What follows belongs to an exercise in optimizing a design on an open flow for small area, a short achievable clock period and few clock cycles per item; a production flow would make more cautious choices. RTL that was checked went through simulation tests only; none was proved equivalent to the original.

v8:
// ccu_muldiv_seq
module ccu_muldiv_seq (
    input  logic        clk,
    input  logic        rst,
    input  logic        start,
    input  logic [7:0]  alu_mode,
    input  logic [31:0] src1,
    input  logic [31:0] src2,
    input  logic        flush,
    output logic        stall,
    output logic        done,
    output logic [31:0] result,
    output logic        ccu_ans_mux_sel,
    output logic [1:0]  state_dbg
);
    localparam logic [1:0] S_IDLE = 2'd0, S_MUL = 2'd1, S_DIV = 2'd2, S_DONE = 2'd3;
    localparam logic [2:0] P_PREP = 3'd0,   
                           P_INIT = 3'd1,   
                           P_STEP = 3'd2,   
                           P_CORR = 3'd3,   
                           P_FIX  = 3'd4;   
    function automatic logic [31:0] smear(input logic [31:0] x);
        for (int i = 31; i >= 0; i--)
            smear[i] = (i == 31) ? x[31] : (x[i] | smear[i + 1]);
    endfunction
    function automatic logic [5:0] tlen(input logic [31:0] t);
        logic [32:0] te;
        tlen = 6'd0;
        te = {1'b0, t};
  ...
Size: about 2700 cells after synthesis, ~170 flip-flops, about 110 I/O pins, roughly 0.021 mm2 of cells after synthesis.
export LEC_CHECK = 0
export CAP_MARGIN = 20
export CORE_MARGIN = 2
export CORE_UTILIZATION = 40
export SETUP_SLACK_MARGIN = 5
export SLEW_MARGIN = 20
create_clock -name core_clock -period 10.5 [get_ports {clk}]
run.sh (not shown) runs the stock make flow with config.mk's settings and CLKGATE_MAP_FILE= SYNTH_SCRIPT=/design/flow/synth_recipe.tcl, a recipe that flattens the netlist after the stock synthesis.
v8 finished end to end and its layout was clean on timing, DRC and antenna.
Testbench counts of v8, summed over its fixed seeds: cycles 20,920, items 3,200.
### v8 -> v29
- SETUP_SLACK_MARGIN no longer set, was 5
==> flow/flow/run.sh (new file) <==
#!/bin/bash
set -euo pipefail
bash standard.sh "BUFFER_PORTS_ARGS=-buffer_cell sky130_fd_sc_hd__buf_4" SETUP_SLACK_MARGIN=5.8 finish > standard_flow.log 2>&1
==> flow/standard.sh (new file) <==
#!/bin/bash
# synth_recipe.tcl (not shown) runs the flow's synth.tcl, then flattens the netlist and writes it again
# the make line also repeats each setting of config.mk as NAME=value (left out here)
make -C /OpenROAD-flow-scripts/flow DESIGN_CONFIG=/design/flow/config.mk WORK_HOME=/design/flow/orfs CLKGATE_MAP_FILE= SYNTH_SCRIPT=/design/flow/synth_recipe.tcl "${@:-finish}"
removed: flow/run.sh
## What came out
Compared with v8, in v29 final hold slack +0.0056 ns, post-route minimum period -0.38 ns, number of fillers in the final layout -231.
Input-level comparison between v10 and v29:
- changing CORE_UTILIZATION from 40 to 50
==> flow/flow/run.sh <==
#!/bin/bash
set -euo pipefail
bash standard.sh "BUFFER_PORTS_ARGS=-buffer_cell sky130_fd_sc_hd__buf_4" SETUP_SLACK_MARGIN=5.2 finish > standard_flow.log 2>&1
Results
- v10 and v29 ended up with nearly the same sequential cell count.
- Of v10 and v29, the higher die height belongs to v29.
- The number of cells on the critical path of v10 is higher than that of v29.
- Measured against each other, v10 and v29 differ in initial standard-cell utilization of the core, the lower figure coming from v29.
- Compared with v29, in v10 worst setup margin fell 0.10 ns, routed length on met2 now sits lower.
- Peak per-stage delay on the critical path for v10: 0.13 ns up relative to v29
- When v10 is set beside v29, its area growth from synthesis to layout turns out to be 14 points smaller.

========
## lane 1
ccu_muldiv_seq, a different RTL version from the one above (not shown whole).
For scale: roughly 2700 cells after synthesis, roughly 170 flip-flops, ~110 I/O pins, ~0.020 sq mm of cells after synthesis.
==> flow/config.mk <==
export PLATFORM = sky130hd
export DESIGN_NAME = ccu_muldiv_seq
export DESIGN_NICKNAME = ccu_muldiv_seq
export VERILOG_FILES = /design/flow/design.v
export SDC_FILE = /design/flow/constraint.sdc
export NUM_CORES = 4
export LEC_CHECK = 0
export CAP_MARGIN = 20
export CORE_MARGIN = 2
export CORE_UTILIZATION = 40
export SLEW_MARGIN = 20
==> flow/constraint.sdc <==
create_clock -name core_clock -period 10.5 [get_ports {clk}]
set_input_delay 2.1000 -clock core_clock [delete_from_list [all_inputs] [get_ports {clk}]]
set_output_delay 2.1000 -clock core_clock [all_outputs]
set_load 0.01 [all_outputs]
standard.sh (not shown) runs the stock make flow with config.mk's settings and CLKGATE_MAP_FILE= SYNTH_SCRIPT=/design/flow/synth_recipe.tcl, a recipe that flattens the netlist after the stock synthesis.
==> flow/flow/run.sh <==
#!/bin/bash
set -euo pipefail
bash standard.sh "BUFFER_PORTS_ARGS=-buffer_cell sky130_fd_sc_hd__buf_4" SETUP_SLACK_MARGIN=5.5 finish > standard_flow.log 2>&1
The inputs of lane 2 differ from those of lane 1 as listed below.
Settings: CORE_UTILIZATION: 40 -> 50.
==> flow/flow/run.sh <==
#!/bin/bash
set -euo pipefail
bash standard.sh "BUFFER_PORTS_ARGS=-buffer_cell sky130_fd_sc_hd__buf_4" SETUP_SLACK_MARGIN=5.2 finish > standard_flow.log 2>&1
Results
Lane 2 vs lane 1: share of layout cells above drive strength 1 down
The flow did not stop early for lane 2: all stages ran, and the layout cleared the timing, design-rule and antenna checks.
Against lane 1, lane 2 reports a met2 track utilization from global routing that is higher.
Lane 1 → lane 2: first-iteration DRC count up 142.
Of lane 2 and lane 1, lane 2 shows the lower post-layout instance area, with lane 1 above it.
Lane 2 and lane 1 ended up with nearly the same register area.
Diff lane 1 -> lane 2 | part of the cycle the worst path needs | decrease of 3.6 points
#### Input delta (lane 3 over lane 2)
Settings: CORE_UTILIZATION now 45, was 50.
==> flow/flow/run.sh <==
#!/bin/bash
set -euo pipefail
bash standard.sh "BUFFER_PORTS_ARGS=-buffer_cell sky130_fd_sc_hd__buf_4" SETUP_SLACK_MARGIN=5.5 finish > standard_flow.log 2>&1
[summary]
Each of the runs, namely lane 2 and lane 3, reached the end of the flow and came out clean. | final area | higher: lane 3 |. Comparing lane 2 against lane 3, there is no change at all in post-synthesis cell area. Lane 3 ended with less starting density of the core than lane 2. nor3_1 as the standard cell with the maximum stage delay on the critical path was reported by lane 3, and or4_4 by lane 2. Taking lane 2 as the reference, in lane 3 cell count picked up an extra 189; portion of the layout cell area used by non-clock buffers higher; met2 routing resource usage after global routing lower. Lane 2 vs lane 3, capturing element of the worst setup path: result[28] vs result[13]. Met3 layer usage reported by global route in lane 3 vs lane 2: down 2.3 points.
diff inputs: lane 3 => lane 4
Settings: swapping 45 for 40 in CORE_UTILIZATION.
==> flow/flow/run.sh <==
#!/bin/bash
set -euo pipefail
bash standard.sh "BUFFER_PORTS_ARGS=-buffer_cell sky130_fd_sc_hd__buf_4" SETUP_SLACK_MARGIN=5.2 finish > standard_flow.log 2>&1
[summary]
Looking at via count of the first global-routing pass, lane 4 sits 732 lower than lane 3 does.
Compared with lane 3, lane 4 shows a pre-CTS worst setup slack that is 0.21 ns lower.
Of lane 4 and lane 3, the lower measured slew at the worst slew-check pin belongs to lane 4.
On final hold slack, lane 3 loses to lane 4.
met2 layer wire length in the routed design came out lower on lane 4 than on lane 3.
The lower initial antenna violation count came out of lane 3.
Compared to lane 3, the routing of lane 4 uses less wire.
Function was not checked in any run of this note: the RTL went through the layout flow alone.

========
== P ==
The RTL this note starts from:
==> flow/design.v <==
module ccu_muldiv_seq (
    input  logic        clk,
    input  logic        rst,
    input  logic        start,
    input  logic [7:0]  alu_mode,
    input  logic [31:0] src1,
    input  logic [31:0] src2,
    input  logic        flush,
    output logic        stall,
    output logic        done,
    output logic [31:0] result,
    output logic        ccu_ans_mux_sel,
    output logic [1:0]  state_dbg
);
    localparam logic [1:0] S_IDLE = 2'd0, S_MUL = 2'd1, S_DIV = 2'd2, S_DONE = 2'd3;
    localparam logic [1:0] P_PREP = 2'd0, P_INIT = 2'd1, P_STEP = 2'd2, P_FIX = 2'd3;
    function automatic logic [31:0] smear(input logic [31:0] x);
        for (int i = 31; i >= 0; i--)
            smear[i] = (i == 31) ? x[31] : (x[i] | smear[i + 1]);
    endfunction
    function automatic logic [5:0] tlen(input logic [31:0] t);
        logic [32:0] te;
        tlen = 6'd0;
        te = {1'b0, t};
        for (int i = 0; i < 32; i++)
            if (te[i] & ~te[i + 1]) tlen = 6'(i + 1);
    endfunction
    function automatic logic [8:0] pairs(input logic [31:0] s);
        pairs[0] = 1'b1;
        for (int k = 1; k < 9; k++)
            pairs[k] = s[4 * k - 1];
    endfunction
    function automatic logic [2:0] booth(input logic [2:0] w);
        booth = {w[1] ^ w[0],
                 (w[2] & ~w[1] & ~w[0]) | (~w[2] & w[1] & w[0]),
                 w[2]};
    endfunction
    logic [1:0]  state, ph;
    logic [5:0]  ptr;        
    logic [31:0] M;          
    logic [31:0] D;          
    logic [31:0] R;          
    logic [31:0] H;          
    logic [4:0]  hc;         
    logic [5:0]  w1_r, w2_r;
    logic [1:0]  op_r;
    logic        n1_r, n2_r, msign, dsign, sel_r, negres;
    logic        c_one, c_two, c_neg, c_x, c_xz, dbit;
    logic        h_one, h_two, h_neg;
    logic [2:0]  op;
    logic        is_md, accept, s1, s2, n1, n2, dz, swap, early;
    logic [31:0] S1, S2, S1n;
    logic [8:0]  T1, T2, Tm, L;
    logic [36:0] f1, f2;
    logic [4:0]  wf1, wf2;
    logic [3:0]  kbin;
    logic [5:0]  bc1, bc2, bcf;
    assign op     = alu_mode[2:0];
    assign is_md  = (alu_mode[7:4] == 4'h4);
    assign accept = (state == S_IDLE) & start & is_md & ~flush;
    assign s1     = op[2] ? ~op[0] : (op[1:0] != 2'b11);
    assign s2     = op[2] ? ~op[0] : ~op[1];
    assign n1     = s1 & src1[31];
    assign n2     = s2 & src2[31];
    assign dz     = (src2 == 32'd0);
    assign S1     = smear(src1 ^ {32{n1}});
    assign S2     = smear(src2 ^ {32{n2}});
    assign T1     = pairs(S1);
    assign T2     = pairs(S2);
    assign Tm     = T1 & T2;
    assign L      = Tm & ~{1'b0, Tm[8:1]};
    assign swap   = |(T1 & ~T2);
    assign f1     = {{4{n1}}, src1, 1'b0};
    assign f2     = {{4{n2}}, src2, 1'b0};
    always_comb begin
        wf1  = 5'd0;
        wf2  = 5'd0;
        kbin = 4'd0;
        for (int k = 0; k < 9; k++) begin
            wf1  = wf1 | ({5{L[k]}} & f1[4 * k +: 5]);
            wf2  = wf2 | ({5{L[k]}} & f2[4 * k +: 5]);
            kbin = kbin | ({4{L[k]}} & 4'(k));
        end
    end
    assign bc1    = {booth(wf1[4:2]), booth(wf1[2:0])};
    assign bc2    = {booth(wf2[4:2]), booth(wf2[2:0])};
    assign bcf    = swap ? bc2 : bc1;
    assign S1n    = n1 ? {S1[30:0], 1'b1} : S1;
    assign early  = dz | (|(S2 & ~S1n));
    logic        is_div, last, ge, dneg;
    logic [5:0]  pn;
    logic [6:0]  ip1;
    logic [31:0] xres, hsum;
    logic [36:0] mx, dext, mag, hmag, ya, yh, xa, sum;
    logic [4:0]  win;
    assign is_div = state[1];
    assign dneg   = dsign & D[31];
    assign last   = (ptr == 6'd0);
    assign pn     = ptr - 6'd1;
    assign mx     = {{4{msign & M[31]}}, M, 1'b0};
    assign win    = mx[{pn[3:0], 2'b00} +: 5];
    assign dext   = {{5{dneg}}, D};
    assign xres   = sel_r ? R : H;
    assign ip1    = {1'b0, w1_r} + {6'd0, n1_r} - {1'b0, w2_r} + 7'd1;
    assign mag  = c_one ? dext
                : c_two ? {dext[35:0], 1'b0}
                : c_x   ? {5'd0, xres}
                : 37'd0;
    assign hmag = h_one ? dext
                : h_two ? {dext[35:0], 1'b0}
                : 37'd0;
    assign ya  = mag ^ {37{c_neg}};
    assign yh  = {hmag[34:0] ^ {35{h_neg}}, 2'b00};
    assign xa  = c_xz ? 37'd0
               : is_div ? {3'd0, R, dbit, 1'b0}
               : {5'd0, R[27:0], 1'b0, h_neg, 2'b00};
    assign sum = xa + ya + yh + {36'd0, c_neg};
    assign ge  = ~sum[36];
    assign hsum = H + {{27{hc[4]}}, hc};
    always_ff @(posedge clk or posedge rst) begin
        if (rst) begin
            state <= S_IDLE;
        end else begin
            case (state)
                S_IDLE: if (accept) state <= !op[2] ? S_MUL : (early ? S_DONE : S_DIV);
                S_MUL: begin
                    if (flush)
                        state <= S_IDLE;
                    else if (ph == P_FIX || (last && !negres))
                        state <= S_DONE;
                end
                S_DIV: begin
                    if (flush)
                        state <= S_IDLE;
                    else if (ph == P_FIX || (ph == P_STEP && last && !negres))
                        state <= S_DONE;
                end
                default: state <= S_IDLE;
            endcase
        end
    end
    always_ff @(posedge clk) begin
        ptr  <= pn;
        dbit <= M[pn[4:0]] & ~pn[5];
        hc   <= (state == S_MUL) ? sum[36:32] : 5'd0;
        R     <= sum[31:0];
        H     <= {hsum[27:0], R[31:28]};
        {h_one, h_two, h_neg, c_one, c_two, c_neg} <= {booth(win[4:2]), booth(win[2:0])};
        c_x   <= 1'b0;
        c_xz  <= 1'b0;
        case (state)
            S_IDLE: begin
                ptr <= {2'b00, kbin};
                R   <= op[2] ? src1 : 32'd0;
                H   <= {32{op[2] & dz}};
                if (op[2])
                    {h_one, h_two, h_neg, c_one, c_two, c_neg} <= {5'b00000, n1};
                else
                    {h_one, h_two, h_neg, c_one, c_two, c_neg} <= bcf;
                c_x  <= op[2];
                c_xz <= op[2];
            end
            S_MUL: if (ph == P_FIX) H <= hsum;
            S_DIV: begin
                {h_one, h_two, h_neg, c_one, c_two, c_neg} <= {5'b00001, ~dneg};
                H <= {H[30:0], ge};
                case (ph)
                    P_PREP: begin
                        ptr   <= ip1[5:0];
                        c_neg <= ~n2_r;
                        H     <= 32'd0;
                    end
                    P_INIT: begin
                        R <= M >> ptr;
                        H <= 32'd0;
                    end
                    P_STEP: begin
                        R <= ge ? sum[32:1] : {R[30:0], dbit};
                        if (last) begin
                            {h_one, h_two, h_neg, c_one, c_two, c_neg} <= 6'b000001;
                            c_x  <= 1'b1;
                            c_xz <= 1'b1;
                        end
                    end
                    default: ;
                endcase
            end
            default: ;
        endcase
    end
    always_ff @(posedge clk) begin
        case (state)
            S_IDLE: begin
                M      <= (!op[2] && swap) ? src2 : src1;
                D      <= (!op[2] && swap) ? src1 : src2;
                msign  <= swap ? s2 : s1;
                dsign  <= swap ? s1 : s2;
                op_r   <= op[1:0];
                w1_r   <= tlen(S1);
                w2_r   <= tlen(S2);
                n1_r   <= n1;
                n2_r   <= n2;
                ph     <= op[2] ? P_PREP : P_STEP;
                negres <= (op[1:0] != 2'b00);
                sel_r  <= op[2] ? (op[1] | ~early) : (op[1:0] == 2'b00);
            end
            S_MUL: if (last) ph <= P_FIX;
            S_DIV: begin
                case (ph)
                    P_PREP: begin
                        M      <= sum[31:0];
                        msign  <= 1'b0;
                        sel_r  <= op_r[1];
                        negres <= op_r[1] ? n1_r : (n1_r ^ n2_r);
                        ph     <= P_INIT;
                    end
                    P_INIT: ph <= P_STEP;
                    P_STEP: if (last) ph <= P_FIX;
                    default: sel_r <= 1'b1;
                endcase
            end
            default: ;
        endcase
    end
    assign result          = xres;
    assign stall           = accept | (state == S_MUL) | (state == S_DIV);
    assign done            = (state == S_DONE);
    assign ccu_ans_mux_sel = done;
    assign state_dbg       = state;
endmodule
export LEC_CHECK = 0
export CAP_MARGIN = 20
export CORE_MARGIN = 2
export CORE_UTILIZATION = 40
export SLEW_MARGIN = 20
create_clock -name core_clock -period 10.5 [get_ports {clk}]
==> flow/flow/run.sh <==
#!/bin/bash
set -euo pipefail
bash standard.sh SETUP_SLACK_MARGIN=5.5 finish > standard_flow.log 2>&1
Testbench counts of P, summed over its fixed seeds: cycles 21,296, items 3,200.
What Q does differently from P at the input level:
- putting ABC_AREA at 1 where nothing was set
- putting SETUP_SLACK_MARGIN at 5 where nothing was set
==> flow/run.sh (new file) <==
#!/bin/bash
# synth_recipe.tcl (not shown) runs the flow's synth.tcl, then flattens the netlist and writes it again
# the make line also repeats each setting of config.mk as NAME=value (left out here)
make -C /OpenROAD-flow-scripts/flow DESIGN_CONFIG=/design/flow/config.mk WORK_HOME=/design/flow/orfs CLKGATE_MAP_FILE= SYNTH_SCRIPT=/design/flow/synth_recipe.tcl finish
removed: flow/flow/run.sh
removed: flow/standard.sh
Results
Q finished all stages; however, its layout fails the closing checks, the failures being capacitance limit, slew limit.
Relative to P, the first-pass GRT wire length measured on Q has increased by a few percent.
Any difference in number of cells traversed by the worst hold path between Q and P is small enough to ignore.
Summary of the comparison: clock period minus worst slack is higher in Q, relative to P.
Between P and Q, the flow reports detailed-route wire length increasing by a few percent.
Worst slack after detailed placement: higher on P
The hold slack of Q falls short of that of P by 0.042 ns.
When Q is set beside P, its global-route total usage across every layer turns out to be 4.6 points larger.
Synthesized area, Q vs P: down by a few percent
Of Q and P, Q shows the higher non-clock buffer total of the final layout, with P below it.

afterwards: timing with drivers on the ports:
Ports are ideal in the flow. The routed layouts listed here were re-timed in OpenROAD.
Step 1 sets driving cells, clkbuf_16 on the clock port and buf_2 on the other inputs (assumed; they add their load-dependent delay and slew).
Step 2, shift: input delay + t, output delay - t, t = (earliest + latest rising clock arrival at the registers) / 2. This alone moves slack from input paths to output paths.
Three values: ideal ports, drivers, drivers and shift; two values: the first two.
run | t (ns) | setup WS [ns] | cell pins on the clock port's net
v8 | 0.560 | 4.825 / 4.859 / 4.299 | 1
v29 | 0.565 | 5.208 / 5.173 / 4.886 | 1
v10 | 0.565 | 5.107 / 5.144 / 4.579 | 1
lane 1 | 0.566 | 4.650 / 4.593 / 4.801 | 1
lane 2 | 0.553 | 5.033 / 4.976 / 4.754 | 1
lane 3 | 0.559 | 4.863 / 4.800 / 4.964 | 1
lane 4 | 0.526 | 5.023 / 4.966 / 4.690 | 1
P | 0.531 | 5.121 / 5.121 / 4.924 | 1
Q | 0.545 | 4.661 / 4.677 / 4.132 | 1
For Q, which loses most, drivers alone change the setup slack by +0.016 ns; drivers and shift together by -0.529 ns.
